From an optimization exercise on the open Yosys and OpenROAD flow, aimed at small area; shortcuts taken in it are not production practice.
The RTL was checked by simulation tests, not by an equivalence proof against the original design.
Power is estimated from default activity; no workload was simulated. The clock port is modelled as an ideal driver; clocking choices that lean on that would not hold on a real chip.

$ cat design/flow/flow/run.sh
#!/bin/bash
# The standard layout (standard.sh, unchanged synthesis), with two changes:
# - each port gets a buf_1, the smallest buffer, instead of the cell that
#   buffer_ports picks by itself;
# - clock tree synthesis uses only clkbuf_16 and inserts no dummy loads.
# The output of the whole run goes to flow_standard.log in this folder (ORFS
# also keeps each step's own log under orfs/logs/).
set -euo pipefail
export BUFFER_PORTS_ARGS="-buffer_cell sky130_fd_sc_hd__buf_1"
export CTS_ARGS="-sink_clustering_enable -repair_clock_nets -dont_use_dummy_load -buf_list sky130_fd_sc_hd__clkbuf_16 -sink_clustering_size 36 -sink_clustering_max_diameter 70"
bash standard.sh > flow_standard.log 2>&1
$ cat design/flow/standard.sh
#!/bin/bash
# synth_recipe.tcl (not shown) runs the flow's synth.tcl, then flattens the netlist and writes it again
# the make line also repeats each setting of config.mk as NAME=value (left out here)
make -C /OpenROAD-flow-scripts/flow DESIGN_CONFIG=/design/flow/config.mk WORK_HOME=/design/flow/orfs CLKGATE_MAP_FILE= SYNTH_SCRIPT=/design/flow/synth_recipe.tcl "${@:-finish}"
$ cat design/flow/config.mk
export PLATFORM = sky130hd
export DESIGN_NAME = sorted_table_with_prime_marks_unit
export DESIGN_NICKNAME = sorted_table_with_prime_marks_unit
export VERILOG_FILES = /design/flow/design.v
export SDC_FILE = /design/flow/constraint.sdc
export NUM_CORES = 4
export LEC_CHECK = 0
export CAP_MARGIN = 20
export CORE_MARGIN = 2
export CORE_UTILIZATION = 60
export PLACE_DENSITY = 0.7
export SLEW_MARGIN = 20
$ cat design/flow/constraint.sdc
create_clock -name core_clock -period 14.0 [get_ports {clk}]
set_input_delay 2.8000 -clock core_clock [delete_from_list [all_inputs] [get_ports {clk}]]
set_output_delay 2.8000 -clock core_clock [all_outputs]
set_load 0.01 [all_outputs]
$ cat design/flow/design.v
`default_nettype none
package stpm_pkg;
    localparam int Capacity = 64;
    localparam int IdxW     = $clog2(Capacity);
    localparam int CntW     = 7;
    typedef enum logic [2:0] {
        OP_INSERT     = 3'd0,
        OP_REMOVE     = 3'd1,
        OP_READ_ASC   = 3'd2,
        OP_READ_SIDE  = 3'd3,
        OP_READ_PRIME = 3'd4
    } op_t;
    typedef enum logic [1:0] {
        ST_OK        = 2'd0,
        ST_NOT_FOUND = 2'd1,
        ST_FULL      = 2'd2,
        ST_RANGE     = 2'd3
    } status_t;
    typedef enum logic [3:0] {
        S_IDLE,
        S_PRIME,
        S_SHIFT_UP,
        S_SEARCH,
        S_SHIFT_DN,
        S_PSCAN,
        S_READ,
        S_DONE
    } state_t;
    typedef struct packed {
        logic [2:0]  operation;
        logic [31:0] value;
        logic [5:0]  position;
    } in_word_t;
    typedef struct packed {
        logic [31:0] result_value;
        logic [6:0]  entry_count;
        logic [6:0]  prime_count;
        logic        value_is_prime;
        logic [1:0]  status;
    } out_word_t;
endpackage
`default_nettype wire
`default_nettype none
module sorted_table_with_prime_marks_unit (
    input  wire logic        clk,
    input  wire logic        rst_n,
    input  wire logic        in_valid,
    output wire logic        in_ready,
    input  wire logic [2:0]  in_operation,
    input  wire logic [31:0] in_value,
    input  wire logic [5:0]  in_position,
    output wire logic        out_valid,
    input  wire logic        out_ready,
    output wire logic [31:0] out_result_value,
    output wire logic [6:0]  out_entry_count,
    output wire logic [6:0]  out_prime_count,
    output wire logic        out_value_is_prime,
    output wire logic [1:0]  out_status
);
    localparam int Data = 1855;      
    localparam int Ring = Data + 3;  
    localparam int RecW = 28;
    localparam logic [10:0] PhLast     = 11'd1826;
    localparam logic [10:0] PhDataLast = 11'd1508;
    localparam logic [10:0] PhMainEnd  = 11'd68;
    localparam logic [10:0] PhArm      = 11'd545;
    localparam logic [3:0] S_CLEAR = 4'd0;
    localparam logic [3:0] S_IDLE  = 4'd1;
    localparam logic [3:0] S_PRIME = 4'd2;
    localparam logic [3:0] S_WAIT  = 4'd3;
    localparam logic [3:0] S_PASS  = 4'd4;
    localparam logic [3:0] S_FIN   = 4'd5;
    localparam logic [3:0] S_CAPT  = 4'd6;
    localparam logic [3:0] S_DONE  = 4'd7;
    localparam logic [3:0] S_RESP  = 4'd8;
    localparam logic [1:0] C_LT = 2'd0;
    localparam logic [1:0] C_EQ = 2'd1;
    localparam logic [1:0] C_GT = 2'd2;
    localparam logic [1:0] M_NORM  = 2'd0;
    localparam logic [1:0] M_EMIT  = 2'd1;
    localparam logic [1:0] M_DELAY = 2'd2;
    localparam logic [1:0] M_LOOK  = 2'd3;
    logic [Ring-1:0] ring;
    logic            y;
    logic            m;      
    logic            a;      
    logic [RecW-1:0] t;
    logic            t_en;
    logic            t_in;
    logic [3:0]  state_reg, state_next;
    logic [10:0] ph_reg;
    logic [6:0]  fill_reg, fill_next;
    logic [6:0]  pcnt_reg, pcnt_next;
    logic [5:0]  hz_reg, hz_next;
    logic [6:0]  cnt_reg, cnt_next;
    logic        inrec_reg, inrec_next;
    logic [4:0]  bc_reg, bc_next;
    logic [1:0]  cmp_reg, cmp_next;
    logic        rdok_reg, rdok_next;
    logic [1:0]  mode_reg, mode_next;
    logic [1:0]  st_reg, st_next;
    logic        ip_reg, ip_next;
    logic        tz_reg;
    logic        arm_reg;
    logic [1:0]  ym;
    logic [15:0] d_reg, d_next;
    logic        is_ins, is_rem, is_asc, is_side, is_prm;
    logic [10:0] ph_step;
    logic        ph_last;
    logic        dt_last;
    logic        mn_end;
    logic        vbit;
    logic        veq;
    logic [6:0]  target;
    logic        hit;
    logic        cnt_dn;
    logic [6:0]  cnt_stp;
    logic        beyond;
    logic        pass_init;
    logic        cnt_upd;
    logic        hz_inc;
    logic        cnt_inc;
    logic        d_adv;
    logic        hz_clr;
    logic        cnt_load;
    logic        d_load;
    logic        token;
    logic        ins_now;
    logic        r_load;
    logic [15:0] r_reg;
    logic [15:0] r_next;
    logic [16:0] r2;
    logic [17:0] sub;
    logic        qb;
    logic        db;
    logic [15:0] rr;
    logic [1:0]  cmp_stp;
    logic        cmp_a, cmp_b;
    function automatic logic [6:0] step7(input logic [6:0] x, input logic dn,
                                         input logic en);
        logic c;
        c = en;
        for (int i = 0; i < 7; i++)
        begin
            step7[i] = x[i] ^ c;
            c = c & (x[i] ^ dn);
        end
    endfunction
    function automatic logic [5:0] inc6(input logic [5:0] x, input logic en);
        logic c;
        c = en;
        for (int i = 0; i < 6; i++)
        begin
            inc6[i] = x[i] ^ c;
            c = c & x[i];
        end
    endfunction
    function automatic logic [4:0] dec5(input logic [4:0] x);
        logic c;
        c = 1'b1;
        for (int i = 0; i < 5; i++)
        begin
            dec5[i] = x[i] ^ c;
            c = c & ~x[i];
        end
    endfunction
    function automatic logic [14:0] inc15(input logic [14:0] x, input logic en);
        logic c;
        c = en;
        for (int i = 0; i < 15; i++)
        begin
            inc15[i] = x[i] ^ c;
            c = c & x[i];
        end
    endfunction
    function automatic logic [17:0] sub17(input logic [16:0] x, input logic [16:0] y);
        logic b;
        b = 1'b0;
        for (int i = 0; i < 17; i++)
        begin
            sub17[i] = x[i] ^ y[i] ^ b;
            b = (~x[i] & y[i]) | (~(x[i] ^ y[i]) & b);
        end
        sub17[17] = b;
    endfunction
    function automatic logic lt7(input logic [6:0] x, input logic [6:0] y);
        logic b;
        b = 1'b0;
        for (int i = 0; i < 7; i++)
            b = (~x[i] & y[i]) | (~(x[i] ^ y[i]) & b);
        lt7 = b;
    endfunction
    function automatic logic lt6(input logic [5:0] x, input logic [5:0] y);
        logic b;
        b = 1'b0;
        for (int i = 0; i < 6; i++)
            b = (~x[i] & y[i]) | (~(x[i] ^ y[i]) & b);
        lt6 = b;
    endfunction
    assign is_ins  = (in_operation == 3'd0);
    assign is_rem  = (in_operation == 3'd1);
    assign is_asc  = (in_operation == 3'd2);
    assign is_side = (in_operation == 3'd3);
    assign is_prm  = (in_operation == 3'd4);
    assign m       = ring[Ring-1];
    assign a       = ring[Ring-1-RecW];
    assign ph_step = {ph_reg[9:0], ph_reg[10] ^ ph_reg[8]};
    assign ph_last = (ph_reg == PhLast);
    assign dt_last = (ph_reg == PhDataLast);
    assign mn_end  = (ph_reg == PhMainEnd);
    assign vbit    = in_value[bc_reg];
    assign veq     = (hz_reg == in_value[31:26]);
    assign target  = is_side ? {2'b0, in_position[5:1]} : {1'b0, in_position};
    assign cnt_dn  = is_side && in_position[0];
    assign cnt_stp = step7(cnt_reg, cnt_dn, 1'b1);
    assign hit     = (cnt_stp == target);
    assign beyond  = ~lt7({1'b0, in_position}, fill_reg);
    assign r_reg = t[15:0];
    assign r2    = {r_reg, vbit};
    assign sub   = sub17(r2, {1'b0, d_reg});
    assign qb    = ~sub[17];
    assign rr    = qb ? sub[15:0] : r2[15:0];
    assign db    = ~bc_reg[4] & d_reg[bc_reg[3:0]];
    assign r_next = (state_reg == S_PRIME && bc_reg != 5'd0) ? rr : '0;
    assign cmp_a = (state_reg == S_PRIME) ? qb : a;
    assign cmp_b = (state_reg == S_PRIME) ? db : vbit;
    always_comb
    begin
        cmp_stp = cmp_reg;
        if (cmp_reg == C_EQ && cmp_a != cmp_b)
            cmp_stp = cmp_a ? C_GT : C_LT;
    end
    assign token   = (state_reg == S_PASS) && is_ins && !inrec_reg && veq;
    assign ins_now = (state_reg == S_PASS || state_reg == S_FIN) && is_ins
                     && arm_reg && (mode_reg == M_NORM) && t[RecW-1]
                     && (!m || cmp_reg == C_GT);
    always_comb
    begin
        case (mode_reg)
            M_EMIT:  y = (bc_reg == 5'd31) ? ip_reg : vbit;
            M_DELAY: y = t[RecW-1];
            M_LOOK:  y = a & ~tz_reg;
            default: y = ins_now | m;
        endcase
        y = y & (state_reg != S_CLEAR);
    end
    assign t_in   = (mode_reg != M_EMIT && mode_reg != M_DELAY
                     && state_reg == S_PASS && is_ins) ? token : m;
    assign t_en   = !rdok_reg || (state_reg != S_DONE && state_reg != S_RESP);
    assign r_load = (state_reg == S_PRIME)
                    || (state_reg == S_IDLE && state_next == S_PRIME);
    always_ff @(posedge clk)
    begin
        ring <= {ring[Ring-2:0], y};
        if (t_en)
        begin
            if (r_load)
                t <= {t[RecW-2:RecW-13], r_next};
            else
                t <= {t[RecW-2:0], t_in};
        end
    end
    always_ff @(posedge clk or negedge rst_n)
    begin
        if (!rst_n)
        begin
            state_reg <= S_CLEAR;
            ph_reg    <= 11'd1;
            fill_reg  <= '0;
            pcnt_reg  <= '0;
        end
        else
        begin
            state_reg <= state_next;
            ph_reg    <= ph_last ? 11'd1 : ph_step;
            fill_reg  <= fill_next;
            pcnt_reg  <= pcnt_next;
        end
    end
    always_ff @(posedge clk)
    begin
        hz_reg    <= hz_next;
        cnt_reg   <= cnt_next;
        inrec_reg <= inrec_next;
        bc_reg    <= bc_next;
        cmp_reg   <= cmp_next;
        rdok_reg  <= rdok_next;
        mode_reg  <= mode_next;
        st_reg    <= st_next;
        ip_reg    <= ip_next;
        d_reg     <= d_next;
        tz_reg    <= dt_last | (tz_reg & ~mn_end);
        arm_reg   <= (ph_reg == PhArm) | (arm_reg & ~pass_init);
    end
    assign in_ready           = (state_reg == S_DONE);
    assign out_valid          = (state_reg == S_RESP);
    assign out_result_value   = {hz_reg, t[RecW-2:1] & {26{rdok_reg}}};
    assign out_entry_count    = fill_reg;
    assign out_prime_count    = pcnt_reg;
    assign out_value_is_prime = (t[0] & rdok_reg) | ip_reg;
    assign out_status         = st_reg;
    always_comb
    begin
        state_next = state_reg;
        fill_next  = fill_reg;
        pcnt_next  = pcnt_reg;
        hz_inc     = 1'b0;
        hz_clr     = 1'b0;
        cnt_inc    = 1'b0;
        cnt_load   = 1'b0;
        d_adv      = 1'b0;
        d_load     = 1'b0;
        inrec_next = inrec_reg;
        bc_next    = dec5(bc_reg);
        cmp_next   = cmp_reg;
        rdok_next  = rdok_reg;
        mode_next  = mode_reg;
        st_next    = st_reg;
        ip_next    = ip_reg;
        pass_init  = 1'b0;
        cnt_upd    = 1'b0;
        case (mode_reg)
            M_EMIT:
            begin
                if (bc_reg == 5'd31)
                    mode_next = M_DELAY;
            end
            default: ;
        endcase
        if (ins_now)
        begin
            mode_next = M_EMIT;
            bc_next   = 5'd25;
        end
        if (mn_end)
            mode_next = M_NORM;
        case (state_reg)
            S_CLEAR:
            begin
                mode_next = M_NORM;
                if (ph_last)
                    state_next = S_IDLE;
            end
            S_IDLE:
            begin
                if (in_valid)
                begin
                    st_next    = 2'd0;
                    ip_next    = 1'b0;
                    rdok_next  = 1'b0;
                    hz_clr     = 1'b1;
                    cnt_load   = 1'b1;
                    state_next = S_WAIT;
                    bc_next    = 5'd31;
                    d_load     = 1'b1;
                    cmp_next   = C_EQ;
                    if (is_ins)
                    begin
                        if (fill_reg[6])
                        begin
                            st_next    = 2'd2;
                            state_next = S_DONE;
                        end
                        else if (mode_reg == M_EMIT || mode_reg == M_DELAY)
                        begin
                            state_next = S_IDLE;
                        end
                        else if (~in_value[31] && (|in_value[30:1]))
                        begin
                            ip_next    = 1'b1;
                            state_next = S_PRIME;
                        end
                    end
                    else if (is_asc || is_side)
                    begin
                        if (beyond)
                        begin
                            st_next    = 2'd3;
                            state_next = S_DONE;
                        end
                    end
                    else if (!is_rem && !is_prm)
                    begin
                        state_next = S_DONE;
                    end
                    if (state_next == S_WAIT && ph_last)
                    begin
                        state_next = S_PASS;
                        pass_init  = 1'b1;
                    end
                end
            end
            S_PRIME:
            begin
                cmp_next = (bc_reg != 5'd0) ? cmp_stp : C_EQ;
                d_adv    = (bc_reg == 5'd0);
                if (bc_reg == 5'd0)
                begin
                    if (cmp_stp == C_LT)
                    begin
                        state_next = S_WAIT;
                    end
                    else if (rr == '0)
                    begin
                        ip_next    = 1'b0;
                        state_next = S_WAIT;
                    end
                end
            end
            S_WAIT:
            begin
                if (ph_last)
                begin
                    state_next = S_PASS;
                    pass_init  = 1'b1;
                end
            end
            S_PASS:
            begin
                if (is_ins && (mode_reg == M_EMIT || mode_reg == M_DELAY))
                begin
                end
                else if (!inrec_reg)
                begin
                    if (a)
                    begin
                        inrec_next = 1'b1;
                        bc_next    = 5'd25;
                        if (lt6({~hz_reg[5], hz_reg[4:0]}, {~in_value[31], in_value[30:26]}))
                            cmp_next = C_LT;
                        else if (veq)
                            cmp_next = C_EQ;
                        else
                            cmp_next = C_GT;
                    end
                    else
                    begin
                        hz_inc = 1'b1;
                    end
                end
                else if (bc_reg != 5'd31)
                begin
                    cmp_next = cmp_stp;
                end
                else
                begin
                    inrec_next = 1'b0;
                    if (is_rem)
                    begin
                        if (cmp_reg == C_EQ)
                        begin
                            mode_next  = M_LOOK;
                            cnt_upd    = 1'b1;
                            state_next = S_DONE;
                        end
                        else if (cmp_reg == C_GT)
                        begin
                            state_next = S_DONE;
                            st_next    = 2'd1;
                        end
                    end
                    else if (!is_ins && (!is_prm || a))
                    begin
                        cnt_inc = 1'b1;
                        if (hit)
                        begin
                            state_next = S_CAPT;
                            rdok_next  = 1'b1;
                            bc_next    = 5'd27;
                        end
                    end
                end
                if (ins_now)
                    bc_next = 5'd25;
                if (is_ins && mode_reg == M_DELAY)
                begin
                    state_next = S_DONE;
                    cnt_upd    = 1'b1;
                end
                if (dt_last && state_next == S_PASS)
                begin
                    if (is_ins)
                    begin
                        state_next = S_FIN;
                    end
                    else
                    begin
                        state_next = S_DONE;
                        st_next    = is_rem ? 2'd1 : 2'd3;
                    end
                end
            end
            S_FIN:
            begin
                if (mode_reg == M_DELAY || mn_end)
                begin
                    state_next = S_DONE;
                    cnt_upd    = 1'b1;
                end
            end
            S_CAPT:
            begin
                if (bc_reg == 5'd0)
                    state_next = S_DONE;
            end
            S_DONE:
            begin
                if (!rdok_reg)
                    hz_clr = 1'b1;
                if (in_valid)
                    state_next = S_RESP;
            end
            S_RESP:
            begin
                if (out_ready)
                    state_next = S_IDLE;
            end
            default:
            begin
                state_next = S_IDLE;
            end
        endcase
        fill_next = step7(fill_reg, is_rem, cnt_upd);
        pcnt_next = step7(pcnt_reg, is_rem, cnt_upd & (is_rem ? a : ip_reg));
        if (pass_init)
            hz_next = 6'b100000;
        else if (hz_clr)
            hz_next = '0;
        else
            hz_next = inc6(hz_reg, hz_inc);
        cnt_next = cnt_load ? (cnt_dn ? fill_reg : 7'h7f)
                            : (cnt_inc ? cnt_stp : cnt_reg);
        d_next   = d_load ? 16'd2
                          : {inc15(d_reg[15:1], d_reg[0] & d_adv), d_reg[0] | d_adv};
        if (pass_init)
            inrec_next = 1'b0;
    end
endmodule
`default_nettype wire
==> results of run 1 <==
cell type report:
class                           count  area (um^2)  area share (%)
Sequential cell                  1960        39800            84.2
Multi-Input combinational cell    540         3960            8.38
Clock buffer                       70         1750            3.71
Tap cell                          959         1200            2.54
Timing Repair Buffer              100          394           0.834
Inverter                           43          166           0.352
layer usage:
metal | vias to the layer above | part of all wire, % | track usage (%) | wire, um
met5 | - | 0.022 | 0 | 13
met4 | 2 | 1.9 | 4.81 | 1130
met3 | 93 | 4.7 | 2.99 | 2780
met2 | 315 | 40 | 22.3 | 23700
met1 | 7987 | 53 | 24.5 | 31000
li1 | 8474 | - | - | -
power by group through the flow:
stage | Combinational, mW | Sequential [mW] | Clock [mW]
floorplan | 0.372 | 5.90 | 0
global placement | 0.494 | 5.98 | 0
detailed placement | 0.505 | 5.98 | 0
CTS | 0.509 | 5.86 | 2.44
global route | 0.568 | 5.88 | 2.63
finish | 0.511 | 5.86 | 2.38
layout by cell type (no fill, tap or decap), drive strengths merged, types with 5 or more instances in the layout:
cell / Yosys / layout
a21o: 5 / 5
a21oi: 35 / 35
a31oi: 8 / 8
and2: 50 / 50
buf: 16 / 100
clkbuf: 32 / 70
dfrtp: 28 / 28
dfxtp: 1890 / 1890
edfxtp: 41 / 41
fa: 15 / 15
ha: 40 / 40
inv: 41 / 41
mux2i: 15 / 15
mux4: 9 / 9
nand2: 63 / 63
nand2b: 8 / 8
nand3: 24 / 24
nand4: 15 / 15
nor2: 34 / 34
nor2b: 5 / 5
nor3: 18 / 18
nor4: 17 / 17
o21ai: 49 / 49
or2: 5 / 5
or3: 13 / 13
xnor2: 23 / 23
xor2: 19 / 19
cells by family after synthesis:
family / count (synthesis) / synth area share (%)
compound gates: 142 / 2.05
fa+ha+maj: 55 / 1.81
simple gates: 276 / 3.43
flops: 1960 / 90.2
xor+xnor: 42 / 0.834
mux: 25 / 0.825
buf+inv: 91 / 0.859
worst paths after layout:
kind | end | start | depth (start not counted) | slack (ps)
setup reg to reg | ip_reg | bc_reg[0] | 26 | 3990
hold / removal | ring[79] | ring[78] | 0 | 250
setup / recovery | ip_reg | in_value[19] | 27 | 2850
min in group asynchronous | ph_reg[6] | rst_n | 2 | 2230
max in group asynchronous | ph_reg[0] | rst_n | 2 | 11420
hold reg to reg | ring[79] | ring[78] | 0 | 250
cell usage after synthesis (23+ instances only):
library cell | number | area (um^2)
inv_1 | 41 | 154
a21oi_1 | 33 | 165
clkbuf_1 | 32 | 120
nand2_1 | 62 | 233
dfxtp_1 | 1890 | 37800
ha_1 | 40 | 500
o21ai_0 | 48 | 240
nor2_1 | 33 | 124
xnor2_1 | 23 | 201
edfxtp_1 | 41 | 1230
nand3_1 | 24 | 120
dfrtp_1 | 28 | 701
and2_1 | 50 | 313
through the flow:
| step | area (um^2) | util [%] | power (mW) | hold slack, ps | setup WS, ps |
|---|---|---|---|---|---|
| after floorplan | 44100 | - | 6.28 | 310 | 3360 |
| after global placement | 45500 | 62.5 | 6.47 | 310 | 2510 |
| after detailed placement | 45500 | 62.5 | 6.48 | 312 | 2350 |
| after CTS | 47300 | 64.9 | 8.81 | 249 | 2920 |
| after global routing | 47300 | 64.9 | 9.07 | 252 | 2390 |
| final | 47300 | 64.9 | 8.74 | 251 | 2850 |
==> out/results.tsv, run 1 <==
stage	metric	value	unit
timing	slew margin rel.	29.2	%
worst_setup_path	Crit path largest cell delay	500	ps
routing	vias per std cell	4.59	
logic_synthesis	post-synthesis register bit count	1960	
logic_synthesis	Post-Syn Area per Cell	17.0	um^2
logic_synthesis	sequential area share after synthesis	90.2	%
clocking	Root Driver	clkbuf_16	
power_and_ir_drop	Pwr per Cell Area	185	nW/um^2
run	max cap viols	0	
logic_synthesis	Syn Std Cell Area	44100	um^2
power_and_ir_drop	P_int	6.84	mW
timing	RSZ-0062 raised after global routing	no	
logic_synthesis	YS warnings	1	
logic_synthesis	Mapped Cells	2591	
worst_setup_path	worst path bufs/invs	2	
clocking	post-cts sizing count	0	
global_routing	GRT Residual Overflow	0	
logic_synthesis	Syn Nets	2691	
routing	Routed WL per cell	16.0	um
finish	Nets	2815	
worst_setup_path	CP dominant cell by count	fa_1	
clocking	cts bufs inserted	70	
die	initial core utilization	60.6	%
clocking	CTS sink cnt	1960	
clocking	clk latency of the worst-skew pair	650	ps
finish	fillcell total	5064	
timing	Tmin final	11150	ps
power_and_ir_drop	switching pwr	1.91	mW
worst_setup_path	cell family with most CP delay	adder cells	
finish	Non-Filler Instances	3672	
worst_setup_path	crit end category	flip-flop	
worst_setup_path	crit-path max FO	3	
finish	ant diodes	0	
worst_setup_path	Crit path required time	14270	ps
power_and_ir_drop	power share of the clock group	27.2	%
clocking	# hold bufs at CTS	0	
worst_setup_path	critical path class	in -> reg	
worst_setup_path	slowest CP cell	fa_1	
global_routing	initial antenna violation count	2	
die	Die Y	275	um
routing	# DRC	0	
worst_setup_path	CP Data Arrival Time	11420	ps
routing	Iter 0 DRT Violations	1087	
logic_synthesis	Distinct cells, synth	78	
finish	max FFs per register	1858	
power_and_ir_drop	worst ir drop on vdd	161	uV
timing	final setup fails	0	
logic_synthesis	Synth async-reset ratio	1.48	%
die	DIE WIDTH	275	um
die	core area	72800	um^2
routing	Vias	16900	
worst_hold_path	Hold Path Class	reg -> reg	
finish	fraction of layout cells with a size suffix above 1	4.02	%
power_and_ir_drop	leakage power	18.9	nW
die	Ports	96	
timing	post-route setup TNS	0	ps
power_and_ir_drop	sw frac	21.8	%
worst_setup_path	Worst Setup Start Kind	input pin	
finish	Area Growth Syn to Fin	7.12	%
clocking	H-tree level count	3	
global_routing	vias in the first global route	17100	
power_and_ir_drop	combinational share of power	5.8	%
routing	Antenna Nets Post-Route	0	
placed_design	# port buffers	95	
global_routing	GRT Overall Usage	15.7	%
status	status	complete, no violations	
placed_design	Cells after DPL	3602	
routing	1st-pass router iterations	7	
timing	fin crit share	79.6	%
timing	Max Clk Rate	89.7	MHz
clocking	CTS tree	done	
timing	Final Hold Fails	0	
timing	Final Max Tran Viols	0	
clocking	clock-pin slew on the worst setup and hold paths	120	ps
logic_synthesis	number of synthesized flops with an enable pin	41	
global_routing	first-pass GRT wire length	94100	um
routing	Routed WL	58600	um
clocking	postcts setup bufs	0	
global_routing	largest net degree at the start of global routing	37	
die	die area	75700	um^2
timing	worst slew pin tran	1060	ps
die	num rows	99	
placed_design	gpl congestion	0.842	
clocking	CTS Buffer Depth	3	
placed_design	DPL Wire Length	34600	um
power_and_ir_drop	register share of total power	67.0	%
logic_synthesis	top_reg_cell synth	dfxtp_1	
timing	clk_skew	112	ps
==> run 2, diff against run 1 <==
--- a/design/flow/flow/run.sh
+++ b/design/flow/flow/run.sh
@@ -9,3 +9,3 @@
 export BUFFER_PORTS_ARGS="-buffer_cell sky130_fd_sc_hd__buf_1"
-export CTS_ARGS="-sink_clustering_enable -repair_clock_nets -dont_use_dummy_load -buf_list sky130_fd_sc_hd__clkbuf_16 -sink_clustering_size 36 -sink_clustering_max_diameter 70"
+export CTS_ARGS="-sink_clustering_enable -repair_clock_nets -dont_use_dummy_load -buf_list sky130_fd_sc_hd__clkbuf_16 -sink_clustering_size 38 -sink_clustering_max_diameter 74"
 bash standard.sh > flow_standard.log 2>&1
==> out/results.tsv, run 2 <==
stage	metric	value	unit	change
worst_setup_path	crit end category	flip-flop		unchanged
routing	1st-pass router iterations	7		unchanged
logic_synthesis	XOR/XNOR share of the synthesized area	0.834	%	unchanged
logic_synthesis	cell with the most instances after synthesis	dfxtp_1		unchanged
power_and_ir_drop	Pwr per Cell Area	184	nW/um^2	was 185 nW/um^2
logic_synthesis	number of synthesized flops with an enable pin	41		unchanged
worst_setup_path	critical path class	in -> reg		unchanged
routing	Iter 0 DRT Violations	1125		was 1087
clocking	post-cts sizing count	0		unchanged
routing	Routed WL per cell	16.0	um	about the same
clocking	CTS tree	done		unchanged
logic_synthesis	Post-Syn Area per Cell	17.0	um^2	unchanged
global_routing	largest net degree at the start of global routing	39		was 37
logic_synthesis	Syn Std Cell Area	44100	um^2	unchanged
timing	Final Hold Fails	0		unchanged
power_and_ir_drop	leakage power	18.8	nW	was 18.9 nW
die	initial core utilization	60.6	%	unchanged
die	DIE WIDTH	275	um	unchanged
finish	Core Util, Final	64.8	%	was 64.9%
routing	vias per std cell	4.57		was 4.59
logic_synthesis	main combinational cell family by area after synthesis	simple AND/OR/NAND/NOR gates		unchanged
routing	Routed WL	58600	um	unchanged
logic_synthesis	adder-cell share of the synthesized area	1.81	%	unchanged
logic_synthesis	YS warnings	1		unchanged
logic_synthesis	Synth Area in Simple Gates	3.43	%	unchanged
timing	Tmin final	11130	ps	was 11150 ps
clocking	CTS Buffer Depth	3		unchanged
worst_setup_path	crit-path max FO	3		unchanged
worst_setup_path	CP Data Arrival Time	11430	ps	was 11420 ps
power_and_ir_drop	worst ir drop on vdd	137	uV	was 161 uV
finish	commonest non-fill, non-tap cell in the layout	dfxtp_1		unchanged
timing	fin crit share	79.5	%	was 79.6%
finish	register area	39800	um^2	unchanged
die	die area	75700	um^2	unchanged
worst_setup_path	Crit path required time	14290	ps	was 14270 ps
logic_synthesis	list of most frequent post-synthesis cells	1890 x dfxtp_1, 62 x nand2_1, 50 x and2_1		unchanged
finish	fillcell total	5076		was 5064
run	max cap viols	0		unchanged
timing	worst slew pin tran	1050	ps	was 1060 ps
global_routing	GRT Overall Usage	15.7	%	about the same
finish	Area Growth Syn to Fin	6.95	%	was 7.12%
finish	area of the multi-input gates	3960	um^2	unchanged
global_routing	vias in the first global route	17200		was 17100
clocking	Root Driver	clkbuf_16		unchanged
timing	slew margin rel.	29.8	%	was 29.2%
finish	fraction of layout cells with a size suffix above 1	3.91	%	was 4.02%
global_routing	GRT Residual Overflow	0		unchanged
logic_synthesis	Synth async-reset ratio	1.48	%	unchanged
finish	commonest non-fill, non-tap cells in the layout	1890 x dfxtp_1, 95 x buf_1, 67 x clkbuf_16		was 1890 x dfxtp_1, 95 x buf_1, 70 x clkbuf_16
logic_synthesis	Yosys top cell by area	dfxtp_1		unchanged
timing	Max Clk Rate	89.8	MHz	was 89.7 MHz
timing	post-route setup TNS	0	ps	unchanged
clocking	# hold bufs at CTS	0		unchanged
timing	clk_skew	92.1	ps	was 112 ps
timing	final setup fails	0		unchanged
die	Die Y	275	um	unchanged
worst_setup_path	Worst Setup Start Kind	input pin		unchanged
routing	# DRC	0		unchanged
logic_synthesis	post-synthesis register bit count	1960		unchanged
logic_synthesis	Synth top area share	85.7	%	unchanged
global_routing	first-pass GRT wire length	94000	um	was 94100 um
placed_design	DPL Wire Length	34600	um	unchanged
placed_design	gpl congestion	0.842		unchanged
logic_synthesis	mux cell area share after synthesis	0.825	%	unchanged
routing	Antenna Nets Post-Route	0		unchanged
finish	Nets	2812		was 2815
timing	RSZ-0062 raised after global routing	no		unchanged
clocking	clock-pin slew on the worst setup and hold paths	120	ps	about the same
logic_synthesis	Mapped Cells	2591		unchanged
clocking	clk latency of the worst-skew pair	630	ps	was 650 ps
die	core area	72800	um^2	unchanged
logic_synthesis	Compound-Gate Fraction of Synth Area	2.05	%	unchanged
finish	ant diodes	0		unchanged
clocking	H-tree level count	3		unchanged
die	num rows	99		unchanged
clocking	postcts setup bufs	0		unchanged
logic_synthesis	Syn Nets	2691		unchanged
finish	max FFs per register	1858		unchanged
placed_design	# port buffers	95		unchanged
logic_synthesis	sequential area share after synthesis	90.2	%	unchanged
routing	Vias	16800		was 16900
logic_synthesis	top_reg_cell synth	dfxtp_1		unchanged
status	status	complete, no violations		unchanged
logic_synthesis	Distinct cells, synth	78		unchanged
clocking	CTS sink cnt	1960		unchanged
timing	Final Max Tran Viols	0		unchanged
logic_synthesis	Synth area leaders	dfxtp_1 86%, edfxtp_1 2.8%, dfrtp_1 1.6%, ha_1 1.1%, and2_1 0.71%		unchanged
die	Ports	96		unchanged
clocking	cts bufs inserted	67		was 70
worst_hold_path	Hold Path Class	reg -> reg		unchanged
global_routing	initial antenna violation count	2		unchanged
run 2: cell counts after synthesis:
Identical to the previous run, type by type.
run 2: layer usage:
metal / routed length, um / global-route usage, % / vias up / share of wire (%)
met2: 24000 / 22.5 / 318 / 41
met3: 3150 / 3.52 / 89 / 5.4
li1: - / - / 8462 / -
met1: 30500 / 24.3 / 7901 / 52
met4: 1000 / 3.95 / 2 / 1.7
met5: 13 / 0 / - / 0.022
run 2: cell type report:
class | count | share of cell area (%)
well taps | 959 | 2.54
inverters | 43 | 0.353
repair buffers | 100 | 0.835
clock buffers | 67 | 3.55
flip-flops and latches | 1960 | 84.3
multi-input cells | 540 | 8.40
run 2: worst paths after layout:
| check | from | endpoint | slack [ps] | depth (start not counted) |
|---|---|---|---|---|
| min | ring[1791] | ring[1792] | 250 | 0 |
| min reg2reg | ring[1791] | ring[1792] | 250 | 0 |
| max in group asynchronous | rst_n | ph_reg[0] | 11410 | 2 |
| min in group asynchronous | rst_n | ph_reg[6] | 2230 | 2 |
| max reg2reg | bc_reg[0] | ip_reg | 4040 | 26 |
| max | in_value[19] | ip_reg | 2870 | 27 |
run 2: metrics by stage:
stage / std cells / worst slack, ps / power, mW / hold slack [ps] / instance area, um^2
6_report: 3669 / 2870 / 8.70 / 250 / 47200
5_1_grt: 3669 / 2420 / 9.02 / 251 / 47200
4_1_cts: 3669 / 2950 / 8.76 / 246 / 47200
3_5_place_dp: 3602 / 2350 / 6.48 / 312 / 45500
3_3_place_gp: 3602 / 2510 / 6.47 / 310 / 45500
2_1_floorplan: 2591 / 3360 / 6.28 / 310 / 44100
run 2: logic make-up after synthesis:
| kind of cell | after synthesis |
|---|---|
| simple gates | 276 |
| flops | 1960 |
| mux | 25 |
| xor+xnor | 42 |
| buf+inv | 91 |
| compound gates | 142 |
| fa+ha+maj | 55 |
run 2: worst max-delay path, stage by stage:
cell       delay, ps
buf_1            110
mux4_2           240
mux2i_1           80
o2111ai_1        440
o21a_1           270
inv_1             90
ha_1             200
fa_1             380
fa_1             390
fa_1             390
fa_1             400
fa_1             390
fa_1             400
fa_1             410
fa_1             420
fa_1             410
fa_1             400
fa_1             390
fa_1             410
fa_1             430
fa_1             400
fa_1             500
nand4_1           90
or3_1            320
o32ai_1          400
nand2_1           90
o21ai_0          180
run 2: power breakdown:
part | internal, mW | leakage, nW | switching, mW
Clock | 0.873 | 0.826 | 1.45
Combinational | 0.201 | 1.96 | 0.311
Sequential | 5.73 | 16.1 | 0.132
==> run 3, diff against run 2 <==
--- a/design/flow/design.v
+++ b/design/flow/design.v
@@ -60,8 +60,6 @@
     localparam int Data = 1855;      
-    localparam int Ring = Data + 3;  
+    localparam int Ring = Data;
     localparam int RecW = 28;
-    localparam logic [10:0] PhLast     = 11'd1826;
-    localparam logic [10:0] PhDataLast = 11'd1508;
-    localparam logic [10:0] PhMainEnd  = 11'd68;
-    localparam logic [10:0] PhArm      = 11'd545;
+    localparam logic [10:0] PhLast    = 11'd1508;
+    localparam logic [10:0] PhMainEnd = 11'd545;
     localparam logic [3:0] S_CLEAR = 4'd0;
@@ -208,3 +206,3 @@
     assign ph_last = (ph_reg == PhLast);
-    assign dt_last = (ph_reg == PhDataLast);
+    assign dt_last = ph_last;
     assign mn_end  = (ph_reg == PhMainEnd);
@@ -254,2 +252,3 @@
         ring <= {ring[Ring-2:0], y};
+        t[RecW-1] <= t[RecW-2];
         if (t_en)
@@ -257,5 +256,5 @@
             if (r_load)
-                t <= {t[RecW-2:RecW-13], r_next};
+                t[RecW-2:0] <= {t[RecW-3:RecW-13], r_next};
             else
-                t <= {t[RecW-2:0], t_in};
+                t[RecW-2:0] <= {t[RecW-3:0], t_in};
         end
@@ -292,3 +291,3 @@
         tz_reg    <= dt_last | (tz_reg & ~mn_end);
-        arm_reg   <= (ph_reg == PhArm) | (arm_reg & ~pass_init);
+        arm_reg   <= mn_end | (arm_reg & ~pass_init);
     end
==> out/results.tsv, run 3 <==
stage	metric	value	unit	change
logic_synthesis	sequential area share after synthesis	90.7	%	was 90.2%
die	Die Y	274	um	was 275 um
power_and_ir_drop	sw frac	21.7	%	was 21.8%
power_and_ir_drop	leakage power	18.7	nW	was 18.8 nW
worst_hold_path	Hold Path Class	reg -> reg		unchanged
finish	Area Growth Syn to Fin	7.11	%	was 6.95%
routing	1st-pass router iterations	5		was 7
die	DIE WIDTH	274	um	was 275 um
die	Ports	96		unchanged
run	max cap viols	0		unchanged
clocking	# hold bufs at CTS	0		unchanged
clocking	CTS Buffer Depth	3		unchanged
worst_setup_path	Crit path required time	14230	ps	was 14290 ps
placed_design	Placed Area	45300	um^2	was 45500 um^2
global_routing	M3 GR Usage	2.85	%	was 3.52%
placed_design	DPL Wire Length	31700	um	was 34600 um
global_routing	GRT Overall Usage	15.3	%	was 15.7%
timing	Final Max Tran Viols	0		unchanged
global_routing	GRT Residual Overflow	0		unchanged
finish	design area	46900	um^2	was 47200 um^2
worst_setup_path	crit-path max FO	3		unchanged
logic_synthesis	Yosys top cell by area	dfxtp_1		unchanged
routing	Routed WL per cell	15.4	um	was 16.0 um
logic_synthesis	Synth top area share	86.3	%	was 85.7%
routing	Iter 0 DRT Violations	864		was 1125
timing	clk_skew	85.3	ps	was 92.1 ps
power_and_ir_drop	power share of the clock group	26.7	%	about the same
clocking	CTS tree	done		unchanged
clocking	H-tree level count	3		unchanged
logic_synthesis	Synth async-reset ratio	1.48	%	about the same
power_and_ir_drop	combinational share of power	5.9	%	about the same
timing	final setup fails	0		unchanged
timing	RSZ-0062 raised after global routing	no		unchanged
timing	post-route setup TNS	0	ps	unchanged
routing	Routed WL	55900	um	was 58600 um
logic_synthesis	list of most frequent post-synthesis cells	1888 x dfxtp_1, 52 x and2_1, 51 x nand2_1		was 1890 x dfxtp_1, 62 x nand2_1, 50 x and2_1
power_and_ir_drop	switching pwr	1.88	mW	was 1.89 mW
logic_synthesis	post-synthesis register bit count	1957		was 1960
worst_setup_path	crit end category	flip-flop		unchanged
timing	Final Hold Fails	0		unchanged
finish	Non-Filler Instances	3628		was 3669
finish	fillcell total	5026		was 5076
timing	Hold WS	249	ps	was 250 ps
logic_synthesis	number of synthesized flops with an enable pin	40		was 41
routing	# DRC	0		unchanged
finish	commonest non-fill, non-tap cells in the layout	1888 x dfxtp_1, 94 x buf_1, 66 x clkbuf_16		was 1890 x dfxtp_1, 95 x buf_1, 67 x clkbuf_16
die	num rows	99		unchanged
logic_synthesis	YS warnings	1		unchanged
worst_setup_path	cell family with most CP delay	adder cells		unchanged
clocking	Root Driver	clkbuf_16		unchanged
timing	worst slew pin tran	987	ps	was 1050 ps
placed_design	gpl congestion	0.863		was 0.842
finish	max FFs per register	1855		was 1858
power_and_ir_drop	worst ir drop on vdd	144	uV	was 137 uV
logic_synthesis	Mapped Cells	2544		was 2591
power_and_ir_drop	register share of total power	67.4	%	about the same
finish	fraction of layout cells with a size suffix above 1	3.79	%	was 3.91%
logic_synthesis	top_reg_cell synth	dfxtp_1		unchanged
logic_synthesis	Synth area leaders	dfxtp_1 86%, edfxtp_1 2.7%, dfrtp_1 1.6%, ha_1 1.1%, and2_1 0.74%		was dfxtp_1 86%, edfxtp_1 2.8%, dfrtp_1 1.6%, ha_1 1.1%, and2_1 0.71%
clocking	clock-pin slew on the worst setup and hold paths	120	ps	about the same
die	die area	75200	um^2	was 75700 um^2
timing	Max Clk Rate	94.7	MHz	was 89.8 MHz
worst_setup_path	CP dominant cell by count	fa_1		unchanged
global_routing	largest net degree at the start of global routing	39		unchanged
routing	Vias	16600		was 16800
die	core area	72600	um^2	was 72800 um^2
placed_design	Cells after DPL	3561		was 3602
clocking	cts bufs inserted	66		was 67
timing	Tmin final	10560	ps	was 11130 ps
clocking	post-cts sizing count	0		unchanged
routing	vias per std cell	4.58		was 4.57
worst_setup_path	critical path class	in -> reg		unchanged
power_and_ir_drop	Pwr per Cell Area	185	nW/um^2	was 184 nW/um^2
finish	Nets	2770		was 2812
die	initial core utilization	60.3	%	was 60.6%
global_routing	M1 GR Usage	23.1	%	was 24.3%
timing	slew margin rel.	33.7	%	was 29.8%
clocking	CTS sink cnt	1957		was 1960
worst_setup_path	Worst Setup Start Kind	input pin		unchanged
clocking	postcts setup bufs	0		unchanged
timing	fin crit share	75.4	%	was 79.5%
worst_setup_path	CP Data Arrival Time	10790	ps	was 11430 ps
worst_setup_path	slowest CP cell	fa_1		unchanged
global_routing	vias in the first global route	17200		about the same
routing	Antenna Nets Post-Route	0		unchanged
logic_synthesis	Syn Std Cell Area	43800	um^2	was 44100 um^2
worst_setup_path	worst path bufs/invs	2		unchanged
worst_setup_path	Crit path largest cell delay	520	ps	was 500 ps
status	status	complete, no violations		unchanged
global_routing	met2 Track Usage GR	22.5	%	about the same
power_and_ir_drop	P_int	6.80	mW	about the same
placed_design	# port buffers	95		unchanged
clocking	clk latency of the worst-skew pair	620	ps	was 630 ps
global_routing	first-pass GRT wire length	92100	um	was 94000 um
global_routing	initial antenna violation count	0		was 2
global_routing	Top Usage Layer GRT	met1		unchanged
logic_synthesis	Syn Nets	2644		was 2691
logic_synthesis	cell with the most instances after synthesis	dfxtp_1		unchanged
logic_synthesis	Distinct cells, synth	67		was 78
finish	commonest non-fill, non-tap cell in the layout	dfxtp_1		unchanged
logic_synthesis	Post-Syn Area per Cell	17.2	um^2	was 17.0 um^2
-- run 3: changes by cell type in the layout (fill, tap and decap cells not counted), sizes merged, moves of 4 or more --
cell	before	now
o32ai	3	16
nand2	63	51
o21ai	49	37
a21oi	35	30
nor2	34	38
-- run 3: routing by layer --
layer / vias up / share of wire, %
met1: 7891 / 52
li1: 8320 / -
met2: 293 / 41
met5: - / 0
met4: 0 / 2.3
met3: 96 / 4.0
-- run 3: area by class of cell --
cell class / count / area, um^2 / share of cell area, %
well taps: 959 / 1200 / 2.56
clock buffers: 66 / 1650 / 3.52
flip-flops and latches: 1957 / 39700 / 84.7
repair buffers: 101 / 400 / 0.853
diodes: 1 / 2.50 / 0.00533
multi-input cells: 504 / 3780 / 8.07
inverters: 40 / 150 / 0.320
-- run 3: per-stage QoR --
| step | total power [mW] | setup slack (ps) | util [%] |
|---|---|---|---|
| after detailed placement | 6.48 | 2900 | 62.4 |
| after global routing | 9.03 | 3130 | 64.6 |
| final | 8.68 | 3440 | 64.6 |
| after global placement | 6.46 | 2550 | 62.3 |
| after CTS | 8.75 | 3470 | 64.6 |
| after floorplan | 6.29 | 3600 | - |
-- run 3: power groups by stage --
stage          clock network (mW)  registers (mW)  logic (mW)
2_1_floorplan                   0            5.90       0.395
3_3_place_gp                    0            5.97       0.494
3_5_place_dp                    0            5.97       0.502
4_1_cts                      2.39            5.85       0.508
5_1_grt                      2.58            5.87       0.572
6_report                     2.32            5.85       0.509
-- run 3: path summary, 6_finish.rpt --
kind / startpoint / slack (ps) / endpoint / cells past startpoint
max in group asynchronous: rst_n / 11160 / state_reg[0] / 1
setup reg to reg: bc_reg[1] / 4760 / ip_reg / 27
setup / recovery: in_value[1] / 3440 / ip_reg / 28
hold / removal: ring[1820] / 250 / ring[1821] / 0
min in group asynchronous: rst_n / 2250 / pcnt_reg[6] / 1
hold reg to reg: ring[1820] / 250 / ring[1821] / 0
-- run 3: cell families (layout without fill, tap and decap cells) --
kind of cell	after synthesis	after routing	share of synthesized area, %
mux	23	23	0.811
xor+xnor	40	40	0.831
compound gates	120	120	1.77
buf+inv	83	207	0.714
flops	1957	1957	90.7
other cells	0	1	0
simple gates	266	266	3.35
fa+ha+maj	55	55	1.83
-- run 3: worst register-to-register path: stages, from the launching register on --
cell     delay (ps)
dfxtp_1         940
mux4_2          390
o21a_1          100
o21ai_0          70
nand4_1         180
inv_1           100
ha_1            200
fa_1            390
fa_1            400
fa_1            410
fa_1            410
fa_1            400
fa_1            400
fa_1            390
fa_1            390
fa_1            380
fa_1            390
fa_1            390
fa_1            380
fa_1            390
fa_1            400
fa_1            520
nand4_1         120
nor3_1          200
nand2_1          90
o31ai_1         110
nand2_1         120
o21ai_0         250
==> run 4, diff against run 3 <==
--- a/design/flow/flow/run.sh
+++ b/design/flow/flow/run.sh
@@ -9,3 +9,3 @@
 export BUFFER_PORTS_ARGS="-buffer_cell sky130_fd_sc_hd__buf_1"
-export CTS_ARGS="-sink_clustering_enable -repair_clock_nets -dont_use_dummy_load -buf_list sky130_fd_sc_hd__clkbuf_16 -sink_clustering_size 38 -sink_clustering_max_diameter 74"
+export CTS_ARGS="-sink_clustering_enable -repair_clock_nets -dont_use_dummy_load -buf_list sky130_fd_sc_hd__clkbuf_16 -sink_clustering_size 38 -sink_clustering_max_diameter 80"
 bash standard.sh > flow_standard.log 2>&1
==> out/results.tsv, run 4 <==
stage	metric	value	unit	change
global_routing	first-pass GRT wire length	91500	um	was 92100 um
timing	Tmin final	10510	ps	was 10560 ps
power_and_ir_drop	power consumption	8.59	mW	was 8.68 mW
status	status	complete, no violations		unchanged
power_and_ir_drop	P_int	6.73	mW	was 6.80 mW
worst_setup_path	Crit path required time	14290	ps	was 14230 ps
routing	1st-pass router iterations	5		unchanged
clocking	Root Driver	clkbuf_16		unchanged
worst_setup_path	Worst Setup Start Kind	input pin		unchanged
clocking	CTS sink cnt	1957		unchanged
logic_synthesis	Distinct cells, synth	67		unchanged
logic_synthesis	Post-Syn Area per Cell	17.2	um^2	unchanged
clocking	CTS Buffer Depth	3		unchanged
placed_design	DPL Wire Length	31700	um	unchanged
die	die area	75200	um^2	unchanged
power_and_ir_drop	sw frac	21.7	%	about the same
routing	Antenna Nets Post-Route	0		unchanged
placed_design	Cells after DPL	3561		unchanged
logic_synthesis	Yosys top cell by area	dfxtp_1		unchanged
finish	commonest non-fill, non-tap cell in the layout	dfxtp_1		unchanged
die	Die Y	274	um	unchanged
clocking	H-tree level count	2		was 3
logic_synthesis	Syn Nets	2644		unchanged
clocking	cts bufs inserted	61		was 66
die	Ports	96		unchanged
logic_synthesis	Synth area leaders	dfxtp_1 86%, edfxtp_1 2.7%, dfrtp_1 1.6%, ha_1 1.1%, and2_1 0.74%		unchanged
worst_setup_path	crit end category	flip-flop		unchanged
logic_synthesis	number of synthesized flops with an enable pin	40		unchanged
logic_synthesis	sequential area share after synthesis	90.7	%	unchanged
timing	RSZ-0062 raised after global routing	no		unchanged
worst_setup_path	CP Data Arrival Time	10810	ps	was 10790 ps
timing	fin crit share	75.1	%	was 75.4%
global_routing	M3 GR Usage	2.56	%	was 2.85%
timing	final setup fails	0		unchanged
timing	post-route setup TNS	0	ps	unchanged
logic_synthesis	cell with the most instances after synthesis	dfxtp_1		unchanged
clocking	postcts setup bufs	0		unchanged
timing	Final Max Tran Viols	0		unchanged
timing	worst slew pin tran	957	ps	was 987 ps
routing	Iter 0 DRT Violations	891		was 864
routing	Routed WL per cell	15.4	um	about the same
power_and_ir_drop	worst ir drop on vdd	193	uV	was 144 uV
global_routing	GRT Residual Overflow	0		unchanged
finish	fraction of layout cells with a size suffix above 1	3.60	%	was 3.79%
power_and_ir_drop	switching pwr	1.86	mW	was 1.88 mW
clocking	post-cts sizing count	0		unchanged
routing	vias per std cell	4.57		was 4.58
power_and_ir_drop	leakage power	18.6	nW	was 18.7 nW
global_routing	vias in the first global route	17100		was 17200
finish	Core Util, Final	64.5	%	was 64.6%
die	num rows	99		unchanged
power_and_ir_drop	power share of the clock group	26.0	%	was 26.7%
routing	# DRC	0		unchanged
clocking	clk latency of the worst-skew pair	680	ps	was 620 ps
logic_synthesis	top_reg_cell synth	dfxtp_1		unchanged
timing	Hold WS	252	ps	was 249 ps
timing	slew margin rel.	35.7	%	was 33.7%
logic_synthesis	Mapped Cells	2544		unchanged
logic_synthesis	Synth top area share	86.3	%	unchanged
logic_synthesis	list of most frequent post-synthesis cells	1888 x dfxtp_1, 52 x and2_1, 51 x nand2_1		unchanged
finish	Nets	2765		was 2770
finish	Area Growth Syn to Fin	6.82	%	was 7.11%
logic_synthesis	post-synthesis register bit count	1957		unchanged
logic_synthesis	YS warnings	1		unchanged
die	initial core utilization	60.3	%	unchanged
finish	commonest non-fill, non-tap cells in the layout	1888 x dfxtp_1, 94 x buf_1, 61 x clkbuf_16		was 1888 x dfxtp_1, 94 x buf_1, 66 x clkbuf_16
global_routing	met2 Track Usage GR	22.3	%	was 22.5%
clocking	CTS tree	done		unchanged
power_and_ir_drop	Pwr per Cell Area	184	nW/um^2	was 185 nW/um^2
run	max cap viols	0		unchanged
clocking	clock-pin slew on the worst setup and hold paths	120	ps	about the same
global_routing	largest net degree at the start of global routing	39		unchanged
worst_setup_path	critical path class	in -> reg		unchanged
global_routing	M1 GR Usage	23.1	%	about the same
power_and_ir_drop	combinational share of power	5.9	%	about the same
finish	Non-Filler Instances	3623		was 3628
timing	clk_skew	115	ps	was 85.3 ps
timing	Max Clk Rate	95.1	MHz	was 94.7 MHz
worst_setup_path	crit-path max FO	3		unchanged
global_routing	initial antenna violation count	0		unchanged
finish	max FFs per register	1855		unchanged
global_routing	Top Usage Layer GRT	met1		unchanged
finish	fillcell total	5048		was 5026
die	DIE WIDTH	274	um	unchanged
routing	Routed WL	55700	um	was 55900 um
logic_synthesis	Synth async-reset ratio	1.48	%	unchanged
placed_design	# port buffers	95		unchanged
power_and_ir_drop	register share of total power	68.1	%	was 67.4%
clocking	# hold bufs at CTS	0		unchanged
global_routing	GRT Overall Usage	15.1	%	was 15.3%
routing	Vias	16500		was 16600
worst_hold_path	Hold Path Class	reg -> reg		unchanged
logic_synthesis	Syn Std Cell Area	43800	um^2	unchanged
timing	Final Hold Fails	0		unchanged
die	core area	72600	um^2	unchanged
placed_design	gpl congestion	0.863		unchanged
run 4: changes by cell type in the layout (fill, tap and decap cells not counted), sizes merged:
cell    change
clkbuf      -5
run 4: final cells by class:
type / instances / area, um^2 / area share, %
tap: 959 / 1200 / 2.56
sequential: 1957 / 39700 / 84.9
clock buffer: 61 / 1530 / 3.26
antenna: 1 / 2.50 / 0.00535
multi-input combinational: 504 / 3780 / 8.09
inverter: 40 / 150 / 0.321
timing repair buffer: 101 / 400 / 0.856
run 4: critical path: stages:
cell and delay (ps):
buf_1 140, mux4_2 260, o21a_1 100, o21ai_0 70, nand4_1 180, inv_1 100, ha_1 200, fa_1 390
fa_1 400, fa_1 420, fa_1 410, fa_1 400, fa_1 390, fa_1 390, fa_1 380, fa_1 380
fa_1 390, fa_1 390, fa_1 380, fa_1 390, fa_1 400, fa_1 530, nand4_1 120, nor3_1 200
nand2_1 90, o31ai_1 110, nand2_1 130, o21ai_0 240
run 4: cell families after synthesis:
group                      after synthesis  synth area share, %
AOI/OAI and AO/OA                      120                 1.77
DFF                                   1957                 90.7
muxes                                   23                0.811
xor gates and xnor gates                40                0.831
and+or+nand+nor                        266                 3.35
buffers and inverters                   83                0.714
adders and majority gates               55                 1.83
run 4: routing by layer:
layer | up-vias | routed length, um
met5 | - | 0
met4 | 0 | 1190
met3 | 83 | 2100
met2 | 263 | 23300
met1 | 7882 | 29100
li1 | 8311 | -
run 4: final timing paths:
path	startpoint	end	slack (ps)	depth (start not counted)
setup reg to reg	bc_reg[1]	ip_reg	4750	27
setup / recovery	in_value[1]	ip_reg	3490	28
hold / removal	ring[110]	ring[111]	250	0
hold reg to reg	ring[110]	ring[111]	250	0
min in group asynchronous	rst_n	pcnt_reg[6]	2200	1
max in group asynchronous	rst_n	fill_reg[5]	11180	1
run 4: stage by stage:
| step | setup slack (ps) | cell area [um^2] |
|---|---|---|
| after global routing | 3200 | 46800 |
| after global placement | 2550 | 45200 |
| after detailed placement | 2900 | 45300 |
| after CTS | 3540 | 46800 |
| final | 3490 | 46800 |
| after floorplan | 3600 | 43800 |
run 4: power groups by stage:
stage | clock network (mW) | registers [mW] | logic [mW]
2_1_floorplan | 0 | 5.90 | 0.395
3_3_place_gp | 0 | 5.97 | 0.494
3_5_place_dp | 0 | 5.97 | 0.502
4_1_cts | 2.30 | 5.85 | 0.507
5_1_grt | 2.49 | 5.87 | 0.570
6_report | 2.23 | 5.85 | 0.507
==> run 5, diff against run 4 <==
--- a/design/flow/design.v
+++ b/design/flow/design.v
@@ -102,3 +102,2 @@
     logic        arm_reg;
-    logic [1:0]  ym;
     logic [15:0] d_reg, d_next;
@@ -173,3 +172,3 @@
     endfunction
-    function automatic logic [17:0] sub17(input logic [16:0] x, input logic [16:0] y);
+    function automatic logic [17:0] sub17(input logic [16:0] x, input logic [16:0] z);
         logic b;
@@ -178,4 +177,4 @@
         begin
-            sub17[i] = x[i] ^ y[i] ^ b;
-            b = (~x[i] & y[i]) | (~(x[i] ^ y[i]) & b);
+            sub17[i] = x[i] ^ z[i] ^ b;
+            b = (~x[i] & z[i]) | (~(x[i] ^ z[i]) & b);
         end
@@ -183,3 +182,3 @@
     endfunction
-    function automatic logic lt7(input logic [6:0] x, input logic [6:0] y);
+    function automatic logic lt7(input logic [6:0] x, input logic [6:0] z);
         logic b;
@@ -187,6 +186,6 @@
         for (int i = 0; i < 7; i++)
-            b = (~x[i] & y[i]) | (~(x[i] ^ y[i]) & b);
+            b = (~x[i] & z[i]) | (~(x[i] ^ z[i]) & b);
         lt7 = b;
     endfunction
-    function automatic logic lt6(input logic [5:0] x, input logic [5:0] y);
+    function automatic logic lt6(input logic [5:0] x, input logic [5:0] z);
         logic b;
@@ -194,3 +193,3 @@
         for (int i = 0; i < 6; i++)
-            b = (~x[i] & y[i]) | (~(x[i] ^ y[i]) & b);
+            b = (~x[i] & z[i]) | (~(x[i] ^ z[i]) & b);
         lt6 = b;
==> out/results.tsv, run 5 <==
stage	metric	value	unit	change
status	status	complete, no violations		unchanged
finish	Nets	2765		unchanged
logic_synthesis	Synth async-reset ratio	1.48	%	unchanged
global_routing	initial antenna violation count	0		unchanged
global_routing	GRT Overall Usage	15.1	%	unchanged
logic_synthesis	Mapped Cells	2544		unchanged
clocking	H-tree level count	2		unchanged
die	Ports	96		unchanged
timing	RSZ-0062 raised after global routing	no		unchanged
worst_setup_path	CP Data Arrival Time	10810	ps	about the same
finish	commonest non-fill, non-tap cells in the layout	1888 x dfxtp_1, 94 x buf_1, 61 x clkbuf_16		unchanged
worst_setup_path	crit end category	flip-flop		unchanged
finish	fillcell total	5048		unchanged
placed_design	gpl congestion	0.863		unchanged
logic_synthesis	Post-Syn Area per Cell	17.2	um^2	unchanged
clocking	clock-pin slew on the worst setup and hold paths	120	ps	about the same
worst_setup_path	critical path class	in -> reg		unchanged
finish	commonest non-fill, non-tap cell in the layout	dfxtp_1		unchanged
routing	vias per std cell	4.57		unchanged
clocking	# hold bufs at CTS	0		unchanged
logic_synthesis	number of synthesized flops with an enable pin	40		unchanged
logic_synthesis	top_reg_cell synth	dfxtp_1		unchanged
timing	Final Max Tran Viols	0		unchanged
clocking	clk latency of the worst-skew pair	680	ps	about the same
placed_design	Cells after DPL	3561		unchanged
die	core area	72600	um^2	unchanged
placed_design	# port buffers	95		unchanged
logic_synthesis	sequential area share after synthesis	90.7	%	unchanged
timing	final setup fails	0		unchanged
worst_hold_path	Hold Path Class	reg -> reg		unchanged
finish	max FFs per register	1855		unchanged
finish	fraction of layout cells with a size suffix above 1	3.60	%	unchanged
clocking	CTS sink cnt	1957		unchanged
timing	slew margin rel.	35.7	%	unchanged
routing	Routed WL	55700	um	unchanged
logic_synthesis	Syn Std Cell Area	43800	um^2	unchanged
routing	Routed WL per cell	15.4	um	unchanged
timing	fin crit share	75.1	%	unchanged
global_routing	vias in the first global route	17100		unchanged
logic_synthesis	Syn Nets	2644		unchanged
routing	Antenna Nets Post-Route	0		unchanged
power_and_ir_drop	leakage power	18.6	nW	unchanged
worst_setup_path	Worst Setup Start Kind	input pin		unchanged
finish	Area Growth Syn to Fin	6.82	%	unchanged
clocking	CTS tree	done		unchanged
clocking	CTS Buffer Depth	3		unchanged
placed_design	DPL Wire Length	31700	um	unchanged
power_and_ir_drop	Pwr per Cell Area	184	nW/um^2	unchanged
finish	Non-Filler Instances	3623		unchanged
finish	Core Util, Final	64.5	%	unchanged
global_routing	first-pass GRT wire length	91500	um	unchanged
logic_synthesis	Synth top area share	86.3	%	unchanged
die	num rows	99		unchanged
clocking	Root Driver	clkbuf_16		unchanged
global_routing	largest net degree at the start of global routing	39		unchanged
global_routing	GRT Residual Overflow	0		unchanged
logic_synthesis	YS warnings	1		unchanged
timing	clk_skew	115	ps	unchanged
routing	Vias	16500		unchanged
die	initial core utilization	60.3	%	unchanged
routing	# DRC	0		unchanged
clocking	postcts setup bufs	0		unchanged
die	Die Y	274	um	unchanged
timing	Final Hold Fails	0		unchanged
power_and_ir_drop	worst ir drop on vdd	193	uV	unchanged
die	DIE WIDTH	274	um	unchanged
worst_setup_path	Crit path required time	14290	ps	about the same
logic_synthesis	cell with the most instances after synthesis	dfxtp_1		unchanged
worst_setup_path	crit-path max FO	3		unchanged
die	die area	75200	um^2	unchanged
timing	Tmin final	10510	ps	unchanged
clocking	post-cts sizing count	0		unchanged
logic_synthesis	Yosys top cell by area	dfxtp_1		unchanged
routing	Iter 0 DRT Violations	891		unchanged
run	max cap viols	0		unchanged
logic_synthesis	post-synthesis register bit count	1957		unchanged
routing	1st-pass router iterations	5		unchanged
logic_synthesis	Distinct cells, synth	67		unchanged
timing	Max Clk Rate	95.1	MHz	unchanged
clocking	cts bufs inserted	61		unchanged
timing	Hold WS	252	ps	unchanged
timing	worst slew pin tran	957	ps	unchanged
logic_synthesis	Synth area leaders	dfxtp_1 86%, edfxtp_1 2.7%, dfrtp_1 1.6%, ha_1 1.1%, and2_1 0.74%		unchanged
timing	post-route setup TNS	0	ps	unchanged
logic_synthesis	list of most frequent post-synthesis cells	1888 x dfxtp_1, 52 x and2_1, 51 x nand2_1		unchanged
[run 5: cell counts in the layout (fill, tap and decap cells not counted)]
Identical to the previous run, type by type.
[run 5: kinds of logic (layout without fill, tap and decap cells)]
| group | Yosys count | count (layout) | share of synthesized area, % |
|---|---|---|---|
| buf+inv | 83 | 202 | 0.714 |
| fa+ha+maj | 55 | 55 | 1.83 |
| other cells | 0 | 1 | 0 |
| simple gates | 266 | 266 | 3.35 |
| xor+xnor | 40 | 40 | 0.831 |
| compound gates | 120 | 120 | 1.77 |
| mux | 23 | 23 | 0.811 |
| flops | 1957 | 1957 | 90.7 |
[run 5: area by class of cell]
class                      instances  area [um^2]  area share (%)
sequential                      1957        39700            84.9
multi-input combinational        504         3780            8.09
timing repair buffer             101          400           0.856
clock buffer                      61         1530            3.26
tap                              959         1200            2.56
antenna                            1         2.50         0.00535
inverter                          40          150           0.321
[run 5: power by group]
| part | switching (mW) | total, mW | internal, mW | leakage (nW) |
|---|---|---|---|---|
| Combinational | 0.289 | 0.507 | 0.218 | 1.83 |
| Clock | 1.44 | 2.23 | 0.790 | 0.752 |
| Sequential | 0.133 | 5.85 | 5.72 | 16.0 |
| Total | 1.86 | 8.59 | 6.73 | 18.6 |
[run 5: critical path, cell delays in order]
cell	delay, ps
buf_1	140
mux4_2	260
o21a_1	100
o21ai_0	70
nand4_1	180
inv_1	100
ha_1	200
fa_1	390
fa_1	400
fa_1	420
fa_1	410
fa_1	400
fa_1	390
fa_1	390
fa_1	380
fa_1	380
fa_1	390
fa_1	390
fa_1	380
fa_1	390
fa_1	400
fa_1	530
nand4_1	120
nor3_1	200
nand2_1	90
o31ai_1	110
nand2_1	130
o21ai_0	240
[run 5: path summary, 6_finish.rpt]
| path | slack, ps | cells after the start | endpoint | start |
|---|---|---|---|---|
| max in group asynchronous | 11180 | 1 | fill_reg[5] | rst_n |
| max | 3490 | 28 | ip_reg | in_value[1] |
| max reg2reg | 4750 | 27 | ip_reg | bc_reg[1] |
| min in group asynchronous | 2200 | 1 | pcnt_reg[6] | rst_n |
| min | 250 | 0 | ring[111] | ring[110] |
| min reg2reg | 250 | 0 | ring[111] | ring[110] |
[run 5: layer usage]
metal  share of wire [%]  global-route usage (%)  vias up
met1                  52                    23.1     7882
met5                   0                       0        -
met4                 2.1                    4.28        0
met2                  42                    22.3      263
met3                 3.8                    2.56       83
li1                    -                       -     8311
[run 5: per-stage QoR]
step                      setup WS (ps)  instance area [um^2]  power (mW)
after floorplan                    3600                 43800        6.29
after global placement             2550                 45200        6.46
after detailed placement           2900                 45300        6.48
after CTS                          3540                 46800        8.66
after global routing               3200                 46800        8.94
final                              3490                 46800        8.59
==> run 6, diff against run 5 <==
--- a/design/flow/flow/run.sh
+++ b/design/flow/flow/run.sh
@@ -9,3 +9,3 @@
 export BUFFER_PORTS_ARGS="-buffer_cell sky130_fd_sc_hd__buf_1"
-export CTS_ARGS="-sink_clustering_enable -repair_clock_nets -dont_use_dummy_load -buf_list sky130_fd_sc_hd__clkbuf_16 -sink_clustering_size 38 -sink_clustering_max_diameter 80"
+export CTS_ARGS="-sink_clustering_enable -repair_clock_nets -dont_use_dummy_load -buf_list sky130_fd_sc_hd__clkbuf_16 -sink_clustering_size 38 -sink_clustering_max_diameter 84"
 bash standard.sh > flow_standard.log 2>&1
==> out/results.tsv, run 6 <==
stage	metric	value	unit	change
status	status	complete, no violations		unchanged
die	initial core utilization	60.3	%	unchanged
die	core area	72600	um^2	unchanged
placed_design	Cells after DPL	3561		unchanged
finish	commonest non-fill, non-tap cells in the layout	1888 x dfxtp_1, 94 x buf_1, 61 x clkbuf_16		unchanged
placed_design	Placed Area	45300	um^2	unchanged
worst_setup_path	CP Data Arrival Time	10790	ps	was 10810 ps
logic_synthesis	Synth area leaders	dfxtp_1 86%, edfxtp_1 2.7%, dfrtp_1 1.6%, ha_1 1.1%, and2_1 0.74%		unchanged
logic_synthesis	number of synthesized flops with an enable pin	40		unchanged
placed_design	# port buffers	95		unchanged
power_and_ir_drop	leakage power	18.6	nW	unchanged
logic_synthesis	top_reg_cell synth	dfxtp_1		unchanged
finish	Non-Filler Instances	3623		unchanged
logic_synthesis	Post-Syn Area per Cell	17.2	um^2	unchanged
clocking	postcts setup bufs	0		unchanged
global_routing	vias in the first global route	17100		about the same
timing	Max Clk Rate	95.3	MHz	was 95.1 MHz
die	die area	75200	um^2	unchanged
clocking	clock-pin slew on the worst setup and hold paths	120	ps	about the same
global_routing	met2 Track Usage GR	22.3	%	about the same
timing	fin crit share	75.0	%	was 75.1%
clocking	clk latency of the worst-skew pair	680	ps	about the same
clocking	post-cts sizing count	0		unchanged
logic_synthesis	Syn Std Cell Area	43800	um^2	unchanged
timing	Tmin final	10490	ps	was 10510 ps
global_routing	Top Usage Layer GRT	met1		unchanged
clocking	Root Driver	clkbuf_16		unchanged
power_and_ir_drop	Pwr per Cell Area	184	nW/um^2	about the same
timing	Hold WS	247	ps	was 252 ps
power_and_ir_drop	worst ir drop on vdd	193	uV	about the same
routing	Routed WL	55800	um	was 55700 um
logic_synthesis	Syn Nets	2644		unchanged
power_and_ir_drop	power consumption	8.60	mW	was 8.59 mW
routing	Vias	16600		was 16500
global_routing	largest net degree at the start of global routing	39		unchanged
worst_setup_path	Crit path required time	14290	ps	about the same
worst_setup_path	crit-path max FO	3		unchanged
die	DIE WIDTH	274	um	unchanged
finish	Area Growth Syn to Fin	6.82	%	unchanged
finish	commonest non-fill, non-tap cell in the layout	dfxtp_1		unchanged
run	max cap viols	0		unchanged
logic_synthesis	post-synthesis register bit count	1957		unchanged
routing	Iter 0 DRT Violations	855		was 891
placed_design	gpl congestion	0.863		unchanged
clocking	# hold bufs at CTS	0		unchanged
worst_setup_path	Worst Setup Start Kind	input pin		unchanged
logic_synthesis	Yosys top cell by area	dfxtp_1		unchanged
finish	design area	46800	um^2	unchanged
finish	Nets	2765		unchanged
routing	1st-pass router iterations	4		was 5
logic_synthesis	Synth async-reset ratio	1.48	%	unchanged
clocking	CTS tree	done		unchanged
timing	clk_skew	120	ps	was 115 ps
clocking	CTS sink cnt	1957		unchanged
routing	Antenna Nets Post-Route	0		unchanged
logic_synthesis	YS warnings	1		unchanged
die	num rows	99		unchanged
die	Die Y	274	um	unchanged
timing	post-route setup TNS	0	ps	unchanged
worst_setup_path	reg2reg setup slack	4790	ps	was 4750 ps
routing	# DRC	0		unchanged
worst_setup_path	Reg2Reg Depth	27		unchanged
global_routing	initial antenna violation count	0		unchanged
global_routing	first-pass GRT wire length	91600	um	was 91500 um
global_routing	M3 GR Usage	2.54	%	was 2.56%
finish	fraction of layout cells with a size suffix above 1	3.60	%	unchanged
worst_setup_path	critical path class	in -> reg		unchanged
logic_synthesis	list of most frequent post-synthesis cells	1888 x dfxtp_1, 52 x and2_1, 51 x nand2_1		unchanged
logic_synthesis	cell with the most instances after synthesis	dfxtp_1		unchanged
clocking	cts bufs inserted	61		unchanged
clocking	CTS Buffer Depth	3		unchanged
[run 6: cell counts in the layout (fill, tap and decap cells not counted)]
No cell type changed its count.
[run 6: through the flow]
step                util [%]  setup slack (ps)
floorplan                  -              3600
finish                  64.5              3510
global placement        62.3              2550
CTS                     64.5              3540
detailed placement      62.4              2900
global route            64.5              3200
[run 6: path summary, 6_finish.rpt]
kind,start,endpoint
setup / recovery,in_value[1],ip_reg
hold / removal,ring[110],ring[111]
setup reg to reg,bc_reg[1],ip_reg
hold reg to reg,ring[110],ring[111]
max in group asynchronous,rst_n,fill_reg[5]
min in group asynchronous,rst_n,pcnt_reg[6]
[run 6: logic make-up (layout without fill, tap and decap cells)]
group	count (synthesis)	in the layout	share of synthesized area, %
AOI/OAI and AO/OA	120	120	1.77
xor gates and xnor gates	40	40	0.831
adders and majority gates	55	55	1.83
buffers and inverters	83	202	0.714
DFF	1957	1957	90.7
muxes	23	23	0.811
other	0	1	0
and+or+nand+nor	266	266	3.35
[run 6: layer usage]
layer  vias to the layer above  part of all wire, %
met4                         0                  2.2
met3                        87                  3.8
met5                         -                    0
met1                      7892                   52
li1                       8305                    -
met2                       277                   42
[run 6: area by class of cell]
cell class | count | area (um^2)
Fill cell | 5050 | 25800
Timing Repair Buffer | 101 | 400
Tap cell | 959 | 1200
Sequential cell | 1957 | 39700
Clock buffer | 61 | 1530
Multi-Input combinational cell | 504 | 3780
Inverter | 40 | 150
Antenna cell | 1 | 2.50
[run 6: critical path, cell delays in order]
cell	delay, ps
buf_1	150
mux4_2	260
o21a_1	100
o21ai_0	70
nand4_1	180
inv_1	100
ha_1	200
fa_1	390
fa_1	400
fa_1	410
fa_1	410
fa_1	400
fa_1	390
fa_1	390
fa_1	380
fa_1	390
fa_1	390
fa_1	390
fa_1	380
fa_1	390
fa_1	400
fa_1	520
nand4_1	110
nor3_1	200
nand2_1	90
o31ai_1	110
nand2_1	120
o21ai_0	240
[run 6: where the power goes]
part / internal (mW) / switching [mW]
Clock: 0.790 / 1.44
Sequential: 5.72 / 0.133
Combinational: 0.218 / 0.290
Total: 6.73 / 1.87

Check on run 6: ideal ports give 3.506 ns setup slack; a clkbuf_16 on the clock port and buf_2 on the inputs give 3.545 ns; moving port delays by the midpoint clock arrival (0.681 ns) as well gives 2.863 ns.
